This is an optimization exercise on Yosys and OpenROAD, whose aim is small area and a short achievable clock period, not a production implementation. The RTL was checked by simulation tests, not by an equivalence proof against the original design. No activity file was given, so power comes from the tool's default toggle rates.

build 86:
// fir32_top
module fir32_top (
    input  logic        clk,
    input  logic        rst,
    input  logic        clear,
    input  logic        in_valid,
    input  logic [7:0]  xin,
    input  logic        coef_we,
    input  logic [4:0]  coef_addr,
    input  logic [7:0]  coef_data,
    output logic        out_valid,
    output logic [14:0] y,
    output logic        sat
);
make LEC_CHECK=0 CAP_MARGIN=20 CORE_MARGIN=2 CORE_UTILIZATION=45 CTS_CLUSTER_DIAMETER=80 CTS_CLUSTER_SIZE=24 GPL_ROUTABILITY_DRIVEN=0 SLEW_MARGIN=70 SYNTH_HIERARCHICAL=1 finish   # period 11.0 ns
run.sh (not shown) runs the stock make flow with config.mk's settings and CLKGATE_MAP_FILE= SYNTH_SCRIPT=/design/flow/synth_recipe.tcl, a recipe that flattens the netlist after the stock synthesis.
Build 86 finished every stage and its layout cleared the timing, design-rule and antenna checks.
Inputs modified between build 86 and build 51:
- GPL_ROUTABILITY_DRIVEN removed (was 0)
- CTS_CLUSTER_SIZE removed (was 24)
- CORE_UTILIZATION changed from 45 to 38
- CTS_CLUSTER_DIAMETER removed (was 80)
## What came out
Summary of build 51 over build 86: filler-free cell count of the finished design climbed about 5.4%, sequential power barely changed, clock-buffer cell count climbed 71.
For the standard cell area after detailed placement, build 51 came in 1.0% higher than build 86 did.
Build 51 vs build 86 on number of levels the H-tree was split into: build 51 is the higher one.
The following lists how build 72 was set up differently from build 51:
- swapping 20 for 60 in CAP_MARGIN
- putting CTS_CLUSTER_SIZE at 24 where nothing was set
- putting CTS_CLUSTER_DIAMETER at 80 where nothing was set
- swapping 38 for 45 in CORE_UTILIZATION
Build 51 ended with every stage complete and zero timing, DRC or antenna violations. Build 72 completed end to end with timing, DRC and antenna clean. Lower total via count in the routed design was reported by build 51, not build 72. Relative to build 51, non-clock buffer total of the final layout has decreased by 8 in build 72. Delta(first-pass GRT wire length, build 72 - build 51) > 0. Comparing build 72 and build 51, share of power burned in the clock network is higher on build 51. Lower switching fraction of total power among build 72 and build 51: build 51. Comparing build 72 and build 51, sequential share of cell area is higher on build 72. | power dissipated by switching net loads | build 72 vs build 51 | 0.66% lower |. Between build 51 and build 72, the flow reports routed metal-1 wirelength decreasing slightly. Build 72: maximum fanout along the worst path is 3 higher than what build 51 reported. From build 51 to build 72 the numbers moved as follows: total wire length after detailed routing grew by 1.5%; fmax grew by 1.8%.
[inputs] build 64 vs build 72
- an added GPL_ROUTABILITY_DRIVEN of 0
Results
Summary: with build 72 as the reference, CTS buffer count in build 64 moved down by a little under 10%.
Routed wire length is higher on build 72
The lower delay of the slowest cell on the worst path of build 72 and build 64 is in build 64.
Build 64 — cell area power density 2.9% lower, build 72 as reference
Build 64 ends up with a number of DRC markers after the initial detailed-route iteration that is 1080 higher than in build 72.
Fmax: build 64 higher than build 72
For build 43, these inputs were changed with respect to build 64:
- changing CAP_MARGIN from 60 to 20
- changing CTS_CLUSTER_SIZE from 24 to 30
- removing GPL_ROUTABILITY_DRIVEN (formerly 0)
- changing CTS_CLUSTER_DIAMETER from 80 to 100
==> summary.txt <==
Global-route track usage on met3 in build 43 is 11 points lower than in build 64. On maximum single-stage delay on the critical path: build 43 sits above build 64. Leakage power summed over all cells (lower): build 43. Taking build 64 as the reference, in build 43 routing usage on met1 shows an increase of 13 points, worst hold slack shows a reduction of 7.9 ps, clock buffer count from CTS shows a reduction of 10, cell count shows no meaningful change. Build 64 has lower non-clock buffer count than build 43. The part of the Yosys area used for sequential elements on build 64 is in line with that on build 43. Build 43 ends up with lower smallest setup slack after layout than build 64 does. Flip-flop and latch count: build 43 vs build 64 identical.
### build 43 -> build 31
- CTS_CLUSTER_SIZE changed from 30 to 24
- CTS_CLUSTER_DIAMETER changed from 100 to 80
- CORE_UTILIZATION changed from 45 to 50
==> summary.txt <==
Any difference in share of flip-flops with an asynchronous set or reset after synthesis between build 31 and build 43 is small enough to ignore.
Going from build 43 to build 31, total wirelength of the detailed-routed design decreased 6500 microns, fraction of standard cell area that is sequential shows a reduction of 0.17 points, met1 wire length -6.8%, length of the first detailed-routing pass in iterations +1.
Build 31 supports a lower top clock frequency than build 43.
Looking at capture point of the critical path, the u_fir.m_q[170] result is from build 43; the u_fir.m_q[86] one comes from build 31.
Re count of plain and timing-repair buffers: build 43 and build 31 aren't equal, and the lower value belongs to build 31.
Build 31 vs build 43 on global-route usage: build 31 is the higher one.

[re-timing with driven ports]
The flow's constraints put no driver on any port. The routed layouts listed below were extracted and timed again, unchanged, in two steps.
Step 1, drivers: a clkbuf_16 drives clk and a buf_2 each remaining input, both assumed.
Step 2, shift: input delay + t, output delay - t, t = (earliest + latest rising clock arrival at the registers) / 2. This alone moves slack from input paths to output paths.
a / b / c = no drivers / after step 1 / after step 2; a / b = the first two.
| run | shift t [ns] | slack for setup (ns) | worst slew at a driven data input, ns |
|---|---|---|---|
| build 86 | 0.800 | 6.433 / 6.433 / 6.407 | 0.07 |
| build 51 | 0.857 | 6.381 / 6.381 / 5.983 | 0.06 |
| build 72 | 0.848 | 6.461 / 6.461 / 6.461 | 0.05 |
| build 64 | 0.801 | 6.489 / 6.489 / 6.398 | 0.06 |
| build 43 | 0.786 | 6.474 / 6.474 / 6.474 | 0.06 |
| build 31 | 0.784 | 6.395 / 6.395 / 6.376 | 0.05 |
After both steps every run listed still meets setup and hold. The setup slack of build 51, which loses most, moves by 0.000 ns with the drivers and by -0.398 ns with both steps.
